Background: an optimization exercise with open tools, aiming at small area. Do not read the settings as production practice.
Where RTL was checked, it was by simulation tests only, not by an equivalence proof against the original.
Power is estimated from default activity; no workload was simulated.

==> flow/design.v (excerpt) <==
module rv_core_top (
   input  logic               clk,
   input  logic               arst_n,
   input  logic               run,
   input  logic               load_req,
   input  rv_pkg::imem_addr_t load_addr,
   input  rv_pkg::word_t      load_data,
   output logic               load_ack,
   input  logic               rd_req,
   input  rv_pkg::reg_idx_t   rd_index,
   output logic               rd_ack,
   output rv_pkg::word_t      rd_data,
   output logic               halted
);
Size: ~8600 cells after synthesis, about 2900 flip-flops, roughly 0.091 mm2 of cells after synthesis.
export LEC_CHECK = 0
export CAP_MARGIN = 10
export CELL_PAD_IN_SITES_DETAIL_PLACEMENT = 0
export CELL_PAD_IN_SITES_GLOBAL_PLACEMENT = 1
export CORE_MARGIN = 2
export CORE_UTILIZATION = 56
export PLACE_DENSITY = 0.78
export SLEW_MARGIN = 10
create_clock -name core_clock -period 13.0 [get_ports {clk}]
standard.sh (not shown) runs the stock make flow with config.mk's settings and CLKGATE_MAP_FILE= SYNTH_SCRIPT=/design/flow/synth_recipe.tcl, a recipe that flattens the netlist after the stock synthesis.
==> flow/flow/run.sh <==
#!/bin/bash
# Standard layout, except that clock tree synthesis inserts no dummy loads
# and the port buffers are the smallest buffer.
set -euo pipefail
export CTS_ARGS="-sink_clustering_enable -repair_clock_nets -dont_use_dummy_load -sink_clustering_size 17 -sink_clustering_max_diameter 60 -buf_list sky130_fd_sc_hd__clkbuf_8"
export BUFFER_PORTS_ARGS="-buffer_cell sky130_fd_sc_hd__buf_1"
bash standard.sh > standard.log 2>&1
The baseline ran to the end with no violations.
Rerun with:
==> flow/flow/run.sh (replaced) <==
#!/bin/bash
# Standard layout, except that clock tree synthesis inserts no dummy loads
# and the port buffers are the smallest buffer.
set -euo pipefail
export CTS_ARGS="-sink_clustering_enable -repair_clock_nets -dont_use_dummy_load -sink_clustering_size 16 -sink_clustering_max_diameter 50 -buf_list sky130_fd_sc_hd__clkbuf_8"
export BUFFER_PORTS_ARGS="-buffer_cell sky130_fd_sc_hd__buf_1"
bash standard.sh > standard.log 2>&1
Settings changed: CELL_PAD_IN_SITES_DETAIL_PLACEMENT 0 to 1, CELL_PAD_IN_SITES_GLOBAL_PLACEMENT 1 to 2, CORE_UTILIZATION 56 to 50, PLACE_DENSITY 0.78 to 0.6.
Effect: Wire length increases by 6.6%; critical path depth increases by 1; hold slack is better by 0.025 ns; register-to-register slack is worse by 0.20 ns; via count hardly moves; power increases by 1.6%; setup slack is worse by 0.20 ns; first-iteration DRC count decreases by 25%; final area increases by 0.82%.
Rerun with:
Settings changed: CORE_UTILIZATION 50 to 62, PLACE_DENSITY 0.6 to 0.72.
Effect: The new run never finished: it broke off in 3_1_place_gp_skip_io, error GPL-0301; synthesized area does not change; synthesized cell count stays the same.
Rerun with:
==> flow/flow/run.sh (replaced) <==
#!/bin/bash
# Standard layout, except that clock tree synthesis inserts no dummy loads
# and the port buffers are the smallest buffer.
set -euo pipefail
export CTS_ARGS="-sink_clustering_enable -repair_clock_nets -dont_use_dummy_load -sink_clustering_size 28 -sink_clustering_max_diameter 60 -buf_list sky130_fd_sc_hd__clkbuf_16"
export BUFFER_PORTS_ARGS="-buffer_cell sky130_fd_sc_hd__buf_1"
bash standard.sh > standard.log 2>&1
Settings changed: CORE_UTILIZATION 62 to 50, PLACE_DENSITY 0.72 to 0.6.
The changed run ran to the end with no violations.
Synthesized cell count does not change.
Area after synthesis does not change.

========
Setup of run Y:
rv_core_top, a different RTL version from the one above (not shown whole).
For scale: about 9300 cells after synthesis, roughly 99000 sq um of cells after synthesis.
clock: 13.0 ns
lec_check: 0
cap_margin: 35
cell_pad_in_sites_detail_placement: 1
cell_pad_in_sites_global_placement: 2
core_margin: 2
core_utilization: 50
cts_buf_list: sky130_fd_sc_hd__clkbuf_8
cts_cluster_diameter: 50
cts_cluster_size: 16
place_density: 0.6
slew_margin: 20
run.sh (not shown) runs the stock make flow with config.mk's settings and CLKGATE_MAP_FILE= SYNTH_SCRIPT=/design/flow/synth_recipe.tcl, a recipe that flattens the netlist after the stock synthesis.
Stock flow here: none of the scripts above is used.
#### Input delta (run P over run Y)
# run Y
export LEC_CHECK = 0
export CAP_MARGIN = 35
export CELL_PAD_IN_SITES_DETAIL_PLACEMENT = 1
export CELL_PAD_IN_SITES_GLOBAL_PLACEMENT = 2
export CORE_MARGIN = 2
export CORE_UTILIZATION = 50
export CTS_BUF_LIST = sky130_fd_sc_hd__clkbuf_8
export CTS_CLUSTER_DIAMETER = 50
export CTS_CLUSTER_SIZE = 16
export PLACE_DENSITY = 0.6
export SLEW_MARGIN = 20
create_clock -name core_clock -period 13.0 [get_ports {clk}]
# run P
export LEC_CHECK = 0
export CAP_MARGIN = 35
export CELL_PAD_IN_SITES_DETAIL_PLACEMENT = 1
export CELL_PAD_IN_SITES_GLOBAL_PLACEMENT = 2
export CORE_MARGIN = 2
export CORE_UTILIZATION = 50
export CTS_BUF_LIST = sky130_fd_sc_hd__clkbuf_16
export CTS_CLUSTER_DIAMETER = 60
export CTS_CLUSTER_SIZE = 24
export PLACE_DENSITY = 0.6
export SLEW_MARGIN = 20
create_clock -name core_clock -period 13.0 [get_ports {clk}]
### Flow results
Run P completed; timing, DRC and antenna clean
When the final numbers for run P and run Y were put side by side, the data required time at the worst endpoint turned out to be smaller in run P.
In run P, final design area excluding fillers is higher than in run Y.
Looking at sequential share of layout area across run P and run Y, the one that comes out lower is run P.
Transition time of the tightest slew-check pin essentially unchanged between run Y and run P.
No functional check of the RTL was part of any run of this note.

========
## job 7784
rv_core_top, a different RTL version from the one above (not shown whole).
Size in the first run: roughly 8,500 cells after synthesis, about 2,900 flip-flops.
Settings: LEC_CHECK=0, CAP_MARGIN=35, CELL_PAD_IN_SITES_DETAIL_PLACEMENT=1, CELL_PAD_IN_SITES_GLOBAL_PLACEMENT=2, CORE_MARGIN=2, CORE_UTILIZATION=50, CTS_BUF_LIST=sky130_fd_sc_hd__clkbuf_8, CTS_CLUSTER_DIAMETER=50, CTS_CLUSTER_SIZE=16, PLACE_DENSITY=0.6, SLEW_MARGIN=20; clock period 13.0 ns.
### job 7784 -> job 2706
Settings: swapping 20 for 10 in SLEW_MARGIN; swapping 35 for 10 in CAP_MARGIN.
--- outcome ---
The worst hold-check slack was comparable across job 2706 and job 7784. On worst path required time: between job 2706 and job 7784, it ends up lower for job 2706. Number of CTS-inserted buffers: job 2706 and job 7784 compared, lower one is job 2706. Job 7784 → job 2706: clock buffer instance count of the final layout shows a reduction of 2, final worst setup slack shows an increase of 21 ps. Job 2706 vs job 7784, register-to-register slack went up by 20 ps. Re number of tap instances: no difference whatsoever between job 7784 and job 2706. Job 2706: number of antenna violations at the first check in global routing 2 above job 7784.
> inputs changed (job 2706 -> job 6514)
Settings: a change of SLEW_MARGIN from 10 to 20; a change of CAP_MARGIN from 10 to 35.
==> flow/flow/run.sh (new file) <==
#!/bin/bash
# Standard layout, except that clock tree synthesis inserts no dummy loads.
set -euo pipefail
export CTS_ARGS="-sink_clustering_enable -repair_clock_nets -dont_use_dummy_load -sink_clustering_size 16 -sink_clustering_max_diameter 50 -buf_list sky130_fd_sc_hd__clkbuf_8"
bash standard.sh > standard.log 2>&1
==> flow/standard.sh (new file) <==
#!/bin/bash
# synth_recipe.tcl (not shown) runs the flow's synth.tcl, then flattens the netlist and writes it again
# the make line also repeats each setting of config.mk as NAME=value (left out here)
make -C /OpenROAD-flow-scripts/flow DESIGN_CONFIG=/design/flow/config.mk WORK_HOME=/design/flow/orfs CLKGATE_MAP_FILE= SYNTH_SCRIPT=/design/flow/synth_recipe.tcl "${@:-finish}"
removed: flow/run.sh
[summary]
- Job 6514 was carried through to the last stage, and its layout satisfied the timing, DRC and antenna checks.
- Job 2706 → job 6514: global-route met2 utilization has decreased, worst-skew pair later-pin latency neither gained nor lost much, slack of the worst reg-to-reg path rose 30 ps, first-pass GRT wire length comparable.
- Between job 6514 and job 2706, it is job 6514 whose total power is lower, by about 1.9%.
- On via count, job 6514 tracks job 2706 almost exactly.

========
## job 8806
RTL: one of the versions met above, not the one the previous note started from.
For scale: roughly 8600 cells after synthesis, about 83 I/O pins.
## rv_core_top
module rv_core_top (
   input  logic               clk,
   input  logic               arst_n,
   input  logic               run,
   input  logic               load_req,
   input  rv_pkg::imem_addr_t load_addr,
   input  rv_pkg::word_t      load_data,
   output logic               load_ack,
   input  logic               rd_req,
   input  rv_pkg::reg_idx_t   rd_index,
   output logic               rd_ack,
   output rv_pkg::word_t      rd_data,
   output logic               halted
);
export LEC_CHECK = 0
export CAP_MARGIN = 20
export CELL_PAD_IN_SITES_DETAIL_PLACEMENT = 0
export CELL_PAD_IN_SITES_GLOBAL_PLACEMENT = 0
export CORE_MARGIN = 2
export CORE_UTILIZATION = 60
export PLACE_DENSITY = 0.7
export SLEW_MARGIN = 20
create_clock -name core_clock -period 13.0 [get_ports {clk}]
standard.sh (not shown) runs the stock make flow with config.mk's settings and CLKGATE_MAP_FILE= SYNTH_SCRIPT=/design/flow/synth_recipe.tcl, a recipe that flattens the netlist after the stock synthesis.
==> flow/flow/run.sh <==
#!/bin/bash
# Standard layout, except that clock tree synthesis inserts no dummy loads
# and the port buffers are the smallest buffer.
set -euo pipefail
export CTS_ARGS="-sink_clustering_enable -repair_clock_nets -dont_use_dummy_load -sink_clustering_size 17 -sink_clustering_max_diameter 60 -buf_list sky130_fd_sc_hd__clkbuf_8"
export BUFFER_PORTS_ARGS="-buffer_cell sky130_fd_sc_hd__buf_1"
bash standard.sh > standard.log 2>&1
The following lists how job 6108 was set up differently from job 8806:
- changing SLEW_MARGIN from 20 to 10
- changing CELL_PAD_IN_SITES_GLOBAL_PLACEMENT from 0 to 1
- changing CAP_MARGIN from 20 to 10
- changing PLACE_DENSITY from 0.7 to 0.66
- changing CORE_UTILIZATION from 60 to 56
==> flow/flow/run.sh <==
#!/bin/bash
# Standard layout, except that clock tree synthesis inserts no dummy loads,
# the port buffers are the smallest buffer, and combinational cells that
# synthesis upsized start global placement at drive 1.
set -euo pipefail
export CTS_ARGS="-sink_clustering_enable -repair_clock_nets -dont_use_dummy_load -sink_clustering_size 17 -sink_clustering_max_diameter 60 -buf_list sky130_fd_sc_hd__clkbuf_8"
export BUFFER_PORTS_ARGS="-buffer_cell sky130_fd_sc_hd__buf_1"
export PRE_GLOBAL_PLACE_TCL="$PWD/flow/downsize.tcl"
bash standard.sh > standard.log 2>&1
==> flow/flow/downsize.tcl (new file) <==
# Before global placement: put every combinational cell that synthesis
# upsized back to its drive-1 size (or the smallest size below that); the
# placement's own repair then buffers or resizes whatever needs it.
# Flip-flops, buffers, clock cells and physical cells are left alone.
set db [ord::get_db]
set n 0
foreach inst [[ord::get_db_block] getInsts] {
  set name [[$inst getMaster] getName]
  if {![regexp {^sky130_fd_sc_hd__(\w+)_(\d+)$} $name -> base drv]} { continue }
  if {$drv <= 1} { continue }
  if {[regexp {^(df|edf|sdf|dl|clk|buf|tap|fill|decap|conb|diode|lpflow|probe|ebuf|einv|inv$|bufinv|bufbuf)} $base]} { continue }
  foreach d {1 0} {
    set new "sky130_fd_sc_hd__${base}_$d"
    if {[$db findMaster $new] ne "NULL"} {
      replace_cell [$inst getName] $new
      incr n
      break
    }
  }
}
puts "downsize.tcl: resized $n instances"
Results
Per the comparison of job 6108 with job 8806, ratio of cells with drive above 1 in the final layout shrank by 0.86 points; number of instances in the synthesized netlist held steady; total buffers and inverters traversed by the critical path shrank by 1.
Core utilization sits lower in job 6108 than in job 8806.
Lower maximum frequency among job 8806 and job 6108: job 6108
Count of non-CTS inverters in the layout came out exactly the same in job 8806 and job 6108.
According to the power report, total power for job 6108 is lower than for job 8806.
Die area in job 6108 vs job 8806: up 11000 µm²
Modified inputs, job 8141 compared to job 6108
- PLACE_DENSITY now 0.6, was 0.66
- CELL_PAD_IN_SITES_DETAIL_PLACEMENT now 1, was 0
- CORE_UTILIZATION now 50, was 56
- SLEW_MARGIN now 0, was 10
- CELL_PAD_IN_SITES_GLOBAL_PLACEMENT now 2, was 1
- CAP_MARGIN now 0, was 10
==> flow/flow/run.sh <==
#!/bin/bash
# Standard layout, except that clock tree synthesis inserts no dummy loads
# and the port buffers are the smallest buffer.
set -euo pipefail
export CTS_ARGS="-sink_clustering_enable -repair_clock_nets -dont_use_dummy_load -sink_clustering_size 16 -sink_clustering_max_diameter 50 -buf_list sky130_fd_sc_hd__clkbuf_8"
export BUFFER_PORTS_ARGS="-buffer_cell sky130_fd_sc_hd__buf_1"
bash standard.sh > standard.log 2>&1
removed: flow/flow/downsize.tcl
Findings:
The layout cell share with drive strength beyond 1 in job 8141 was higher than what job 6108 gave. Of job 6108 and job 8141, the run reporting the lower switching part of the total was job 6108. From job 6108 to job 8141 the numbers moved as follows: number of gates on the worst path with buffers counted picked up an extra 4.0%; clock network power share picked up an extra 0.4 points; slew at the pin closest to its max-slew limit picked up an extra 18 ps; buffer count excluding the clock tree in the final layout picked up an extra 5. Job 8141 does worse than job 6108 on total length of routed wires. Comparing job 6108 and job 8141, the lower portion of total power attributed to combinational logic is on job 6108. Number of vias in the routed layout went up slightly going from job 6108 to job 8141.
Changes in job 6130 relative to job 8141:
- CAP_MARGIN changed from 0 to 10
- SLEW_MARGIN changed from 0 to 10
==> flow/flow/run.sh <==
#!/bin/bash
# Standard layout, except that clock tree synthesis inserts no dummy loads
# and the port buffers are the smallest buffer.
set -euo pipefail
export CTS_ARGS="-sink_clustering_enable -repair_clock_nets -dont_use_dummy_load -sink_clustering_size 10 -sink_clustering_max_diameter 40 -buf_list {sky130_fd_sc_hd__clkbuf_4 sky130_fd_sc_hd__clkbuf_8}"
export BUFFER_PORTS_ARGS="-buffer_cell sky130_fd_sc_hd__buf_1"
bash standard.sh > standard.log 2>&1
Job 6130 ended with every stage complete and zero timing, DRC or antenna violations. Job 6130: worst hold slack lower than job 8141. Job 8141 → job 6130: power in the clock group up 34%, relative area change from synthesis to final layout rose by 2.6 points. Post-detailed-routing wire length came out higher on job 6130 than on job 8141.

========
rv_core_top again, from the RTL that the note above started with.
clock: 13.0 ns
lec_check: 0
cap_margin: 10
cell_pad_in_sites_detail_placement: 1
cell_pad_in_sites_global_placement: 2
core_margin: 2
core_utilization: 50
place_density: 0.6
slew_margin: 10
==> flow/flow/run.sh <==
#!/bin/bash
# Standard layout, except that clock tree synthesis inserts no dummy loads
# and the port buffers are the smallest buffer.
set -euo pipefail
export CTS_ARGS="-sink_clustering_enable -repair_clock_nets -dont_use_dummy_load -sink_clustering_size 17 -sink_clustering_max_diameter 60 -buf_list sky130_fd_sc_hd__clkbuf_8"
export BUFFER_PORTS_ARGS="-buffer_cell sky130_fd_sc_hd__buf_1"
bash standard.sh > standard.log 2>&1
The first run finished clean.
Rerun with:
==> flow/flow/run.sh (replaced) <==
#!/bin/bash
# Standard layout, except that clock tree synthesis inserts no dummy loads
# and the port buffers are the smallest buffer.
set -euo pipefail
export CTS_ARGS="-sink_clustering_enable -repair_clock_nets -dont_use_dummy_load -sink_clustering_size 18 -sink_clustering_max_diameter 65 -buf_list sky130_fd_sc_hd__clkbuf_8"
export BUFFER_PORTS_ARGS="-buffer_cell sky130_fd_sc_hd__buf_1"
bash standard.sh > standard.log 2>&1
Via count stays flat; total power is about the same; worst hold slack is better by 26 ps; clock-buffer cell count fell by 10; clock skew goes down by 8.3 ps; flip-flop and latch count does not change; final area is about the same; non-clock buffer count is unchanged; die area stays the same; critical path depth stays the same; combinational power stays flat.
Rerun with:
==> flow/flow/run.sh (replaced) <==
#!/bin/bash
# Standard layout, except that clock tree synthesis inserts no dummy loads
# and the port buffers are the smallest buffer.
set -euo pipefail
export CTS_ARGS="-sink_clustering_enable -repair_clock_nets -dont_use_dummy_load -sink_clustering_size 18 -sink_clustering_max_diameter 55 -buf_list sky130_fd_sc_hd__clkbuf_8"
export BUFFER_PORTS_ARGS="-buffer_cell sky130_fd_sc_hd__buf_1"
bash standard.sh > standard.log 2>&1
After rerunning:
- The new run produced a clean layout
- via count is lower by 0.58%
- routed wire length stays flat
- worst setup slack gets better by 5.0 ps
Rerun with:
==> flow/flow/run.sh (replaced) <==
#!/bin/bash
# Standard layout, except that clock tree synthesis inserts no dummy loads
# and the port buffers are the smallest buffer.
set -euo pipefail
export CTS_ARGS="-sink_clustering_enable -repair_clock_nets -dont_use_dummy_load -sink_clustering_size 22 -sink_clustering_max_diameter 40 -buf_list sky130_fd_sc_hd__clkbuf_8"
export BUFFER_PORTS_ARGS="-buffer_cell sky130_fd_sc_hd__buf_1"
bash standard.sh > standard.log 2>&1
Routed wire length rose slightly. Via count grows slightly. Cell area rises by a few percent. Maximum frequency barely changes.

==> what the ideal ports hide <==
How much do the figures lean on ideal ports? The routed layouts below were timed once more, with nothing changed but the port constraints. Step 1: set_driving_cell puts a clkbuf_16 on clk and a buf_2 on each other input, an assumption about the parent block. Step 2 also shifts input and output timing later by t, the mid clock arrival at the registers, as if the neighbouring blocks saw the same clock. Slacks: ideal ports / drivers / drivers and shift; pairs: ideal ports / drivers.
run	shift t [ns]	setup slack, ns	slew at the worst register clock pin (ns)
the first run of note 1	1.056	3.726 / 3.726 / 3.726	0.11 / 0.11
the second run of note 1	1.067	3.522 / 3.522 / 3.522	0.11 / 0.11
the fourth run of note 1	0.915	3.676 / 3.676 / 3.676	0.11 / 0.11
run Y	1.129	1.221 / 1.287 / 0.158	0.10 / 0.10
run P	0.935	1.122 / 1.191 / 0.256	0.10 / 0.10
job 7784	1.124	3.424 / 3.424 / 3.424	0.11 / 0.11
job 2706	1.123	3.445 / 3.445 / 3.445	0.11 / 0.11
job 6514	1.095	3.473 / 3.473 / 3.473	0.11 / 0.11
job 8806	0.980	4.407 / 4.407 / 4.407	0.12 / 0.12
job 6108	1.067	4.032 / 4.032 / 4.032	0.11 / 0.11
job 8141	1.093	3.613 / 3.613 / 3.613	0.11 / 0.11
job 6130	1.179	3.644 / 3.644 / 3.644	0.07 / 0.07
the first run of note 5	1.054	3.730 / 3.730 / 3.730	0.11 / 0.11
the second run of note 5	1.067	3.645 / 3.645 / 3.645	0.12 / 0.12
the third run of note 5	1.082	3.650 / 3.650 / 3.650	0.12 / 0.12
the fourth run of note 5	1.149	3.630 / 3.630 / 3.630	0.11 / 0.11
After both steps every run listed still meets setup and hold. The setup slack of run Y, which loses most, moves by +0.066 ns with the drivers and by -1.063 ns with both steps.
